This design comes from an exercise in tuning for small area and a short achievable clock period on the open sky130 flow, not from production work.
RTL that was checked went through simulation tests only; none was proved equivalent to the original.
Power is estimated from default activity; no workload was simulated.

==> inputs of run D <==
==> flow/design.v <==
`default_nettype none
package ssrc_pkg;
	localparam int LEVELS    = 14;
	localparam int POSITIONS = 64;
	localparam int LVL_W     = $clog2(LEVELS);
	localparam int POS_W     = $clog2(POSITIONS);
	localparam int LEVEL_FW  = 4;
	localparam int PHASE_W   = 3;
	localparam int WORD_W    = 16;
	localparam int OVER_W    = 17;
	localparam int PULSE_W   = 8;
	localparam int OP_W      = 3;
	localparam int ADDR_W    = 4;
	localparam int DATA_W    = 32;
	localparam logic [OP_W-1:0] OP_TICK   = 3'd0;
	localparam logic [OP_W-1:0] OP_START  = 3'd1;
	localparam logic [OP_W-1:0] OP_DECEL  = 3'd2;
	localparam logic [OP_W-1:0] OP_STOP   = 3'd3;
	localparam logic [OP_W-1:0] OP_PULSE  = 3'd4;
	localparam logic [OP_W-1:0] OP_GOAL   = 3'd5;
	localparam logic [OP_W-1:0] OP_ZERO   = 3'd6;
	localparam logic [OP_W-1:0] OP_LOAD   = 3'd7;
	localparam logic [PHASE_W-1:0] PH_IDLE  = 3'd0;
	localparam logic [PHASE_W-1:0] PH_ACCEL = 3'd1;
	localparam logic [PHASE_W-1:0] PH_DECEL = 3'd2;
	localparam logic [PHASE_W-1:0] PH_STOP  = 3'd3;
	localparam logic [PHASE_W-1:0] PH_OVER  = 3'd4;
	localparam logic [1:0] REG_TARGET  = 2'd0;
	localparam logic [1:0] REG_DIR     = 2'd1;
	localparam logic [1:0] REG_OVERRUN = 2'd2;
endpackage
`default_nettype wire
`default_nettype none
import ssrc_pkg::*;
module stepper_speed_ramp_controller (
	input  wire logic                clk,
	input  wire logic                arst_n,
	input  wire logic                psel,
	input  wire logic                penable,
	input  wire logic                pwrite,
	input  wire logic [ADDR_W-1:0]   paddr,
	input  wire logic [DATA_W-1:0]   pwdata,
	output logic      [DATA_W-1:0]   prdata,
	output logic                     pready,
	input  wire logic                in_valid,
	output logic                     in_ready,
	input  wire logic [OP_W-1:0]     op,
	input  wire logic [PULSE_W-1:0]  count_value,
	input  wire logic [LEVEL_FW-1:0] level_index,
	input  wire logic [WORD_W-1:0]   level_reload,
	input  wire logic [WORD_W-1:0]   level_dwell,
	output logic                     out_valid,
	input  wire logic                out_ready,
	output logic      [WORD_W-1:0]   reload_out,
	output logic      [LEVEL_FW-1:0] speed_level,
	output logic      [PHASE_W-1:0]  ramp_state,
	output logic                     running,
	output logic      [POS_W-1:0]    position,
	output logic                     on_position
);
	logic [LEVEL_FW-1:0] target_q;
	logic                dir_q;
	logic [WORD_W-1:0]   overrun_q;
	logic [PHASE_W-1:0]  phase_q,  phase_d;
	logic [LEVEL_FW-1:0] level_q,  level_d;
	logic [WORD_W-1:0]   dwell_q,  dwell_d;
	logic [WORD_W-2:0]   over_q,   over_d;
	logic                timer_q,  timer_d;
	logic [POS_W-1:0]    place_q,  place_d;
	logic [PULSE_W-1:0]  pcount_q, pcount_d;
	logic [PULSE_W-1:0]  pgoal_q,  pgoal_d;
	logic [LEVELS-1:0]   hot_q,    hot_d;
	logic                onpos_q,  onpos_d;
	logic                out_valid_q;
	logic [WORD_W-1:0]   reload_tab_q [LEVELS];
	logic [WORD_W-1:0]   dwell_tab_q  [LEVELS];
	logic                accept;
	logic                cfg_wr;
	logic [WORD_W-1:0]   dwell_cur;
	logic [WORD_W-1:0]   reload_cur;
	logic [LEVEL_FW-1:0] tgt_eff;
	logic [WORD_W-1:0]   dwell_next;
	logic                dwell_done;
	logic                over_hit;
	logic [PHASE_W-1:0]  ph_k  [2];
	logic [LEVEL_FW-1:0] lv_k  [2];
	logic [WORD_W-1:0]   dw_k  [2];
	logic [LEVELS-1:0]   hot_k [2];
	logic [LEVEL_FW:0]   up_k;
	logic [LEVEL_FW-1:0] dn_k;
	logic [WORD_W-1:0]   dwdn_k;
	logic [LEVELS-1:0]   uph_k;
	logic [LEVELS-1:0]   dnh_k;
	logic [LEVELS-1:0]   tgt_hot;
	assign accept   = in_valid && in_ready;
	assign in_ready = !out_valid_q || out_ready;
	assign cfg_wr   = psel && penable && pwrite;
	assign pready   = 1'b1;
	always_ff @(posedge clk or negedge arst_n) begin
		if (!arst_n) begin
			target_q  <= '0;
			dir_q     <= 1'b0;
			overrun_q <= '0;
		end else if (cfg_wr) begin
			case (paddr[3:2])
				REG_TARGET:  target_q  <= pwdata[LEVEL_FW-1:0];
				REG_DIR:     dir_q     <= pwdata[0];
				REG_OVERRUN: overrun_q <= pwdata[WORD_W-1:0];
				default: ;
			endcase
		end
	end
	always_comb begin
		case (paddr[3:2])
			REG_TARGET:  prdata = DATA_W'(target_q);
			REG_DIR:     prdata = DATA_W'(dir_q);
			REG_OVERRUN: prdata = DATA_W'(overrun_q);
			default:     prdata = '0;
		endcase
	end
	always_comb begin
		dwell_cur  = '0;
		reload_cur = '0;
		for (int i = 0; i < LEVELS; i++) begin
			dwell_cur  = dwell_cur  | ({WORD_W{hot_q[i]}} & dwell_tab_q[i]);
			reload_cur = reload_cur | ({WORD_W{hot_q[i]}} & reload_tab_q[i]);
		end
	end
	assign tgt_eff    = (target_q >= LEVEL_FW'(LEVELS)) ? LEVEL_FW'(LEVELS - 1) : target_q;
	assign dwell_next = dwell_q + WORD_W'(1);
	assign dwell_done = dwell_q >= dwell_cur;
	assign over_hit   = {over_q, 1'b1} >= overrun_q;
	always_comb begin
		tgt_hot = '0;
		for (int i = 0; i < LEVELS; i++) tgt_hot[i] = (tgt_eff == LEVEL_FW'(i));
		for (int k = 0; k < 2; k++) begin
			up_k   = {1'b0, level_q} + (LEVEL_FW+1)'(k);
			uph_k  = (k == 1) ? {hot_q[LEVELS-2:0], 1'b0} : hot_q;
			dn_k   = (k == 1 && level_q != '0) ? level_q - LEVEL_FW'(1) : level_q;
			dnh_k  = (k == 1 && !hot_q[0]) ? {1'b0, hot_q[LEVELS-1:1]} : hot_q;
			dwdn_k = (k == 1 || dn_k == '0) ? WORD_W'(1) : dwell_next;
			ph_k[k]  = phase_q;
			lv_k[k]  = level_q;
			hot_k[k] = hot_q;
			dw_k[k]  = dwell_q;
			if (!accept) begin
			end else if (op == OP_STOP) begin
				lv_k[k]  = dn_k;
				hot_k[k] = dnh_k;
				dw_k[k]  = dwdn_k;
				ph_k[k]  = PH_OVER;
			end else if (op == OP_TICK && timer_q) begin
				case (phase_q)
					PH_ACCEL: begin
						dw_k[k] = (k == 1) ? WORD_W'(1) : dwell_next;
						if (up_k >= {1'b0, tgt_eff}) begin
							lv_k[k]  = tgt_eff;
							hot_k[k] = tgt_hot;
							ph_k[k]  = PH_IDLE;
						end else begin
							lv_k[k]  = up_k[LEVEL_FW-1:0];
							hot_k[k] = uph_k;
						end
					end
					PH_DECEL: begin
						lv_k[k]  = dn_k;
						hot_k[k] = dnh_k;
						dw_k[k]  = dwdn_k;
						if (dn_k == '0) ph_k[k] = PH_IDLE;
					end
					PH_STOP: begin
						lv_k[k]  = dn_k;
						hot_k[k] = dnh_k;
						dw_k[k]  = dwdn_k;
						ph_k[k]  = PH_OVER;
					end
					PH_OVER: begin
						if (over_hit) begin
							lv_k[k]  = '0;
							hot_k[k] = LEVELS'(1);
							ph_k[k]  = PH_IDLE;
							dw_k[k]  = WORD_W'(1);
						end else begin
							lv_k[k]  = dn_k;
							hot_k[k] = dnh_k;
							dw_k[k]  = dwdn_k;
						end
					end
					default: ;
				endcase
			end else if (op == OP_START) begin
				ph_k[k]  = PH_ACCEL;
				lv_k[k]  = '0;
				hot_k[k] = LEVELS'(1);
			end else if (op == OP_DECEL) begin
				ph_k[k] = PH_DECEL;
			end
		end
	end
	always_comb begin
		phase_d  = dwell_done ? ph_k[1] : ph_k[0];
		level_d  = dwell_done ? lv_k[1] : lv_k[0];
		dwell_d  = dwell_done ? dw_k[1] : dw_k[0];
		hot_d    = dwell_done ? hot_k[1] : hot_k[0];
		over_d   = over_q;
		timer_d  = timer_q;
		place_d  = place_q;
		pcount_d = pcount_q;
		pgoal_d  = pgoal_q;
		onpos_d  = onpos_q;
		case (op)
			OP_TICK: if (timer_q && phase_q == PH_OVER) begin
				if (over_hit) begin
					timer_d = 1'b0;
					over_d  = '0;
				end else begin
					over_d  = over_q + (WORD_W-1)'(1);
				end
			end
			OP_START: timer_d = 1'b1;
			OP_PULSE: begin
				pcount_d = pcount_q + PULSE_W'(1);
				onpos_d  = pcount_d >= pgoal_q;
				place_d  = dir_q ? place_q - POS_W'(1) : place_q + POS_W'(1);
			end
			OP_GOAL: begin
				pcount_d = '0;
				pgoal_d  = count_value;
				onpos_d  = count_value == '0;
			end
			OP_ZERO: place_d = '0;
			default: ;
		endcase
	end
	always_ff @(posedge clk or negedge arst_n) begin
		if (!arst_n) begin
			phase_q  <= PH_IDLE;
			level_q  <= '0;
			hot_q    <= LEVELS'(1);
			dwell_q  <= WORD_W'(1);
		end else begin
			phase_q  <= phase_d;
			level_q  <= level_d;
			hot_q    <= hot_d;
			dwell_q  <= dwell_d;
		end
	end
	always_ff @(posedge clk or negedge arst_n) begin
		if (!arst_n) begin
			over_q   <= '0;
			timer_q  <= 1'b0;
			place_q  <= '0;
			pcount_q <= '0;
			pgoal_q  <= '0;
			onpos_q  <= 1'b1;
		end else if (accept) begin
			over_q   <= over_d;
			timer_q  <= timer_d;
			place_q  <= place_d;
			pcount_q <= pcount_d;
			pgoal_q  <= pgoal_d;
			onpos_q  <= onpos_d;
		end
	end
	for (genvar i = 0; i < LEVELS; i++) begin : g_tab
		always_ff @(posedge clk) begin
			if (accept && op == OP_LOAD && level_index == LEVEL_FW'(i)) begin
				reload_tab_q[i] <= level_reload;
				dwell_tab_q[i]  <= level_dwell;
			end
		end
	end
	always_ff @(posedge clk or negedge arst_n) begin
		if (!arst_n) begin
			out_valid_q <= 1'b0;
		end else if (accept) begin
			out_valid_q <= 1'b1;
		end else if (out_ready) begin
			out_valid_q <= 1'b0;
		end
	end
	assign out_valid   = out_valid_q;
	assign reload_out  = reload_cur;
	assign speed_level = level_q;
	assign ramp_state  = phase_q;
	assign running     = timer_q;
	assign position    = place_q;
	assign on_position = onpos_q;
endmodule
`default_nettype wire
==> flow/flow/run.sh <==
#!/bin/bash
# Standard layout, with the port buffers made of buf_2 cells instead of the
# delay cells buffer_ports picks on its own.
set -euo pipefail
bash standard.sh "BUFFER_PORTS_ARGS=-buffer_cell sky130_fd_sc_hd__buf_2" finish > standard_flow.log 2>&1
==> flow/standard.sh <==
#!/bin/bash
# synth_recipe.tcl (not shown) runs the flow's synth.tcl, then flattens the netlist and writes it again
# the make line also repeats each setting of config.mk as NAME=value (left out here)
make -C /OpenROAD-flow-scripts/flow DESIGN_CONFIG=/design/flow/config.mk WORK_HOME=/design/flow/orfs CLKGATE_MAP_FILE= SYNTH_SCRIPT=/design/flow/synth_recipe.tcl "${@:-finish}"
==> flow/config.mk <==
export PLATFORM = sky130hd
export DESIGN_NAME = stepper_speed_ramp_controller
export DESIGN_NICKNAME = stepper_speed_ramp_controller
export VERILOG_FILES = /design/flow/design.v
export SDC_FILE = /design/flow/constraint.sdc
export NUM_CORES = 4
export LEC_CHECK = 0
export ABC_CLOCK_PERIOD_IN_PS = 2000
export CAP_MARGIN = 20
export CORE_MARGIN = 2
export CORE_UTILIZATION = 40
export CTS_BUF_LIST = sky130_fd_sc_hd__clkbuf_16
export CTS_CLUSTER_DIAMETER = 100
export CTS_CLUSTER_SIZE = 30
export SETUP_SLACK_MARGIN = 4.1
export SLEW_MARGIN = 20
==> flow/constraint.sdc <==
create_clock -name core_clock -period 7.5 [get_ports {clk}]
set_input_delay 1.5000 -clock core_clock [delete_from_list [all_inputs] [get_ports {clk}]]
set_output_delay 1.5000 -clock core_clock [all_outputs]
set_load 0.01 [all_outputs]
==> run M: changes against run D <==
==> flow/design.v, changed modules only <==
module stepper_speed_ramp_controller (
	input  wire logic                clk,
	input  wire logic                arst_n,
	input  wire logic                psel,
	input  wire logic                penable,
	input  wire logic                pwrite,
	input  wire logic [ADDR_W-1:0]   paddr,
	input  wire logic [DATA_W-1:0]   pwdata,
	output logic      [DATA_W-1:0]   prdata,
	output logic                     pready,
	input  wire logic                in_valid,
	output logic                     in_ready,
	input  wire logic [OP_W-1:0]     op,
	input  wire logic [PULSE_W-1:0]  count_value,
	input  wire logic [LEVEL_FW-1:0] level_index,
	input  wire logic [WORD_W-1:0]   level_reload,
	input  wire logic [WORD_W-1:0]   level_dwell,
	output logic                     out_valid,
	input  wire logic                out_ready,
	output logic      [WORD_W-1:0]   reload_out,
	output logic      [LEVEL_FW-1:0] speed_level,
	output logic      [PHASE_W-1:0]  ramp_state,
	output logic                     running,
	output logic      [POS_W-1:0]    position,
	output logic                     on_position
);
	logic [LEVEL_FW-1:0] target_q;
	logic                dir_q;
	logic [WORD_W-1:0]   overrun_q;
	logic [PHASE_W-1:0]  phase_q,  phase_d;
	logic [LEVEL_FW-1:0] level_q,  level_d;
	logic [WORD_W-1:0]   dwell_q,  dwell_d;
	logic [WORD_W-2:0]   over_q,   over_d;
	logic                timer_q,  timer_d;
	logic [POS_W-1:0]    place_q,  place_d;
	logic [PULSE_W-1:0]  pcount_q, pcount_d;
	logic [PULSE_W-1:0]  pgoal_q,  pgoal_d;
	logic [LEVELS-1:0]   hot_q,    hot_d;
	logic                onpos_q,  onpos_d;
	logic                out_valid_q;
	logic [WORD_W-1:0]   reload_tab_q [LEVELS];
	logic [WORD_W-1:0]   dwell_tab_q  [LEVELS];
	logic                accept;
	logic                cfg_wr;
	logic [WORD_W-1:0]   dwell_cur;
	logic [WORD_W-1:0]   reload_cur;
	logic [LEVEL_FW-1:0] tgt_eff;
	logic [WORD_W-1:0]   dwell_next;
	logic                dwell_done;
	logic                over_hit;
	logic [PHASE_W-1:0]  ph_k  [2];
	logic [LEVEL_FW-1:0] lv_k  [2];
	logic [WORD_W-1:0]   dw_k  [2];
	logic [LEVELS-1:0]   hot_k [2];
	logic [LEVEL_FW:0]   up_k;
	logic [LEVEL_FW-1:0] dn_k;
	logic [WORD_W-1:0]   dwdn_k;
	assign accept   = in_valid && in_ready;
	assign in_ready = !out_valid_q || out_ready;
	assign cfg_wr   = psel && penable && pwrite;
	assign pready   = 1'b1;
	always_ff @(posedge clk or negedge arst_n) begin
		if (!arst_n) begin
			target_q  <= '0;
			dir_q     <= 1'b0;
			overrun_q <= '0;
		end else if (cfg_wr) begin
			case (paddr[3:2])
				REG_TARGET:  target_q  <= pwdata[LEVEL_FW-1:0];
				REG_DIR:     dir_q     <= pwdata[0];
				REG_OVERRUN: overrun_q <= pwdata[WORD_W-1:0];
				default: ;
			endcase
		end
	end
	always_comb begin
		case (paddr[3:2])
			REG_TARGET:  prdata = DATA_W'(target_q);
			REG_DIR:     prdata = DATA_W'(dir_q);
			REG_OVERRUN: prdata = DATA_W'(overrun_q);
			default:     prdata = '0;
		endcase
	end
	always_comb begin
		dwell_cur  = '0;
		reload_cur = '0;
		for (int i = 0; i < LEVELS; i++) begin
			dwell_cur  = dwell_cur  | ({WORD_W{hot_q[i]}} & dwell_tab_q[i]);
			reload_cur = reload_cur | ({WORD_W{hot_q[i]}} & reload_tab_q[i]);
		end
	end
	assign tgt_eff    = (target_q >= LEVEL_FW'(LEVELS)) ? LEVEL_FW'(LEVELS - 1) : target_q;
	assign dwell_next = dwell_q + WORD_W'(1);
	assign dwell_done = dwell_q >= dwell_cur;
	assign over_hit   = {over_q, 1'b1} >= overrun_q;
	always_comb begin
		for (int k = 0; k < 2; k++) begin
			up_k   = {1'b0, level_q} + (LEVEL_FW+1)'(k);
			dn_k   = (k == 1 && level_q != '0) ? level_q - LEVEL_FW'(1) : level_q;
			dwdn_k = (k == 1 || dn_k == '0) ? WORD_W'(1) : dwell_next;
			ph_k[k] = phase_q;
			lv_k[k] = level_q;
			dw_k[k] = dwell_q;
			if (op == OP_STOP) begin
				lv_k[k] = dn_k;
				dw_k[k] = dwdn_k;
				ph_k[k] = PH_OVER;
			end else if (op == OP_TICK && timer_q) begin
				case (phase_q)
					PH_ACCEL: begin
						dw_k[k] = (k == 1) ? WORD_W'(1) : dwell_next;
						if (up_k >= {1'b0, tgt_eff}) begin
							lv_k[k] = tgt_eff;
							ph_k[k] = PH_IDLE;
						end else begin
							lv_k[k] = up_k[LEVEL_FW-1:0];
						end
					end
					PH_DECEL: begin
						lv_k[k] = dn_k;
						dw_k[k] = dwdn_k;
						if (dn_k == '0) ph_k[k] = PH_IDLE;
					end
					PH_STOP: begin
						lv_k[k] = dn_k;
						dw_k[k] = dwdn_k;
						ph_k[k] = PH_OVER;
					end
					PH_OVER: begin
						if (over_hit) begin
							lv_k[k] = '0;
							ph_k[k] = PH_IDLE;
							dw_k[k] = WORD_W'(1);
						end else begin
							lv_k[k] = dn_k;
							dw_k[k] = dwdn_k;
						end
					end
					default: ;
				endcase
			end else if (op == OP_START) begin
				ph_k[k] = PH_ACCEL;
				lv_k[k] = '0;
			end else if (op == OP_DECEL) begin
				ph_k[k] = PH_DECEL;
			end
			for (int i = 0; i < LEVELS; i++) hot_k[k][i] = (lv_k[k] == LEVEL_FW'(i));
		end
	end
	always_comb begin
		phase_d  = dwell_done ? ph_k[1] : ph_k[0];
		level_d  = dwell_done ? lv_k[1] : lv_k[0];
		dwell_d  = dwell_done ? dw_k[1] : dw_k[0];
		hot_d    = dwell_done ? hot_k[1] : hot_k[0];
		over_d   = over_q;
		timer_d  = timer_q;
		place_d  = place_q;
		pcount_d = pcount_q;
		pgoal_d  = pgoal_q;
		onpos_d  = onpos_q;
		case (op)
			OP_TICK: if (timer_q && phase_q == PH_OVER) begin
				if (over_hit) begin
					timer_d = 1'b0;
					over_d  = '0;
				end else begin
					over_d  = over_q + (WORD_W-1)'(1);
				end
			end
			OP_START: timer_d = 1'b1;
			OP_PULSE: begin
				pcount_d = pcount_q + PULSE_W'(1);
				onpos_d  = pcount_d >= pgoal_q;
				place_d  = dir_q ? place_q - POS_W'(1) : place_q + POS_W'(1);
			end
			OP_GOAL: begin
				pcount_d = '0;
				pgoal_d  = count_value;
				onpos_d  = count_value == '0;
			end
			OP_ZERO: place_d = '0;
			default: ;
		endcase
	end
	always_ff @(posedge clk or negedge arst_n) begin
		if (!arst_n) begin
			phase_q  <= PH_IDLE;
			level_q  <= '0;
			hot_q    <= LEVELS'(1);
			dwell_q  <= WORD_W'(1);
			over_q   <= '0;
			timer_q  <= 1'b0;
			place_q  <= '0;
			pcount_q <= '0;
			pgoal_q  <= '0;
			onpos_q  <= 1'b1;
		end else if (accept) begin
			phase_q  <= phase_d;
			level_q  <= level_d;
			hot_q    <= hot_d;
			dwell_q  <= dwell_d;
			over_q   <= over_d;
			timer_q  <= timer_d;
			place_q  <= place_d;
			pcount_q <= pcount_d;
			pgoal_q  <= pgoal_d;
			onpos_q  <= onpos_d;
		end
	end
	for (genvar i = 0; i < LEVELS; i++) begin : g_tab
		always_ff @(posedge clk) begin
			if (accept && op == OP_LOAD && level_index == LEVEL_FW'(i)) begin
				reload_tab_q[i] <= level_reload;
				dwell_tab_q[i]  <= level_dwell;
			end
		end
	end
	always_ff @(posedge clk or negedge arst_n) begin
		if (!arst_n) begin
			out_valid_q <= 1'b0;
		end else if (accept) begin
			out_valid_q <= 1'b1;
		end else if (out_ready) begin
			out_valid_q <= 1'b0;
		end
	end
	assign out_valid   = out_valid_q;
	assign reload_out  = reload_cur;
	assign speed_level = level_q;
	assign ramp_state  = phase_q;
	assign running     = timer_q;
	assign position    = place_q;
	assign on_position = onpos_q;
endmodule
==> flow/config.mk (replaced) <==
export PLATFORM = sky130hd
export DESIGN_NAME = stepper_speed_ramp_controller
export DESIGN_NICKNAME = stepper_speed_ramp_controller
export VERILOG_FILES = /design/flow/design.v
export SDC_FILE = /design/flow/constraint.sdc
export NUM_CORES = 4
export LEC_CHECK = 0
export ABC_CLOCK_PERIOD_IN_PS = 3700
export CAP_MARGIN = 20
export CORE_MARGIN = 2
export CORE_UTILIZATION = 40
export SETUP_SLACK_MARGIN = 3.8
export SLEW_MARGIN = 20
==> run notes <==
|  | run M | run D |
|---|---|---|
| Post-detailed-route wirelength per cell | 23.7 um | 25.6 um |
| Synthesis-to-layout area growth | 19.2% | 20.3% |
| Worst-case clock skew | 0.0399 ns | 0.0487 ns |
| Reg-to-Reg End | hot_q[13]$_DFFE_PN0P_ | hot_q[0]$_DFFE_PN1P_ |
| Proportion of synthesized area in mux cells | 0.813% | 1.39% |
| Result of the run | complete, no violations | complete, no violations |
| Placed wire-length estimate after detailed placement | 30.7 mm | 33.0 mm |
| Comb. pwr | 0.00108 W | 0.00152 W |
| Final Critical Period | 3.68 ns | 3.68 ns |
| Met3 usage | 3.01% | 3.31% |
| Worst path buffer plus inverter count | 1 | 3 |
| Global router's overall resource usage | 20.3% | 21.8% |
| Reg-to-reg setup timing slack | 3.82 ns | 3.89 ns |
| M1 wire length | 24.8 mm | 28.3 mm |
| Upper clock frequency limit | 0.272 GHz | 0.272 GHz |
| Critical path depth in cells | 13 | 7 |
| Hold EP | place_q[4]$_DFFE_PN0P_ | pgoal_q[6]$_DFFE_PN0P_ |
| Critical path startpoint | hot_q[11]$_DFFE_PN0P_ | hot_q[9]$_DFFE_PN0P_ |
| Combinational fraction of design power | 15.0% | 22.9% |
| Areal power density over the cells | 268 nW/um^2 | 239 nW/um^2 |
| P_int | 0.00531 W | 0.00467 W |
| Number of cells in the finished layout apart from fillers | 2520 | 2638 |
| Detail Route met3 WL | 4.72 mm | 5.03 mm |
| Total Die Area | 58100 um^2 | 59600 um^2 |
| Sequential cell area | 15900 um^2 | 15900 um^2 |
| Vias after detailed routing | 14200 | 15600 |
| Total wirelength of the detailed-routed design | 59.8 mm | 67.5 mm |
Function not checked in run D: the RTL went through the layout flow alone.

[separate check: timing with driven ports]
How much do the figures lean on ideal ports? The routed layouts below were timed once more, with nothing changed but the port constraints. Step 1 assumes that a clkbuf_16 drives the clock port and a buf_2 every other input. Step 2 also shifts input and output timing later by t, the mid clock arrival at the registers, as if the neighbouring blocks saw the same clock. Slacks: ideal ports / drivers / drivers and shift; pairs: ideal ports / drivers.
run | t (ns) | slack for setup (ns) | hold WS [ns]
run D | 0.663 | 3.818 / 3.758 / 3.499 | 0.511 / 0.511 / 0.511
run M | 0.663 | 3.824 / 3.799 / 3.411 | 0.522 / 0.522 / 0.522
After both steps setup and hold are still met in every run listed. The setup slack of run M, which loses most, moves by -0.025 ns with the drivers and by -0.413 ns with both steps.
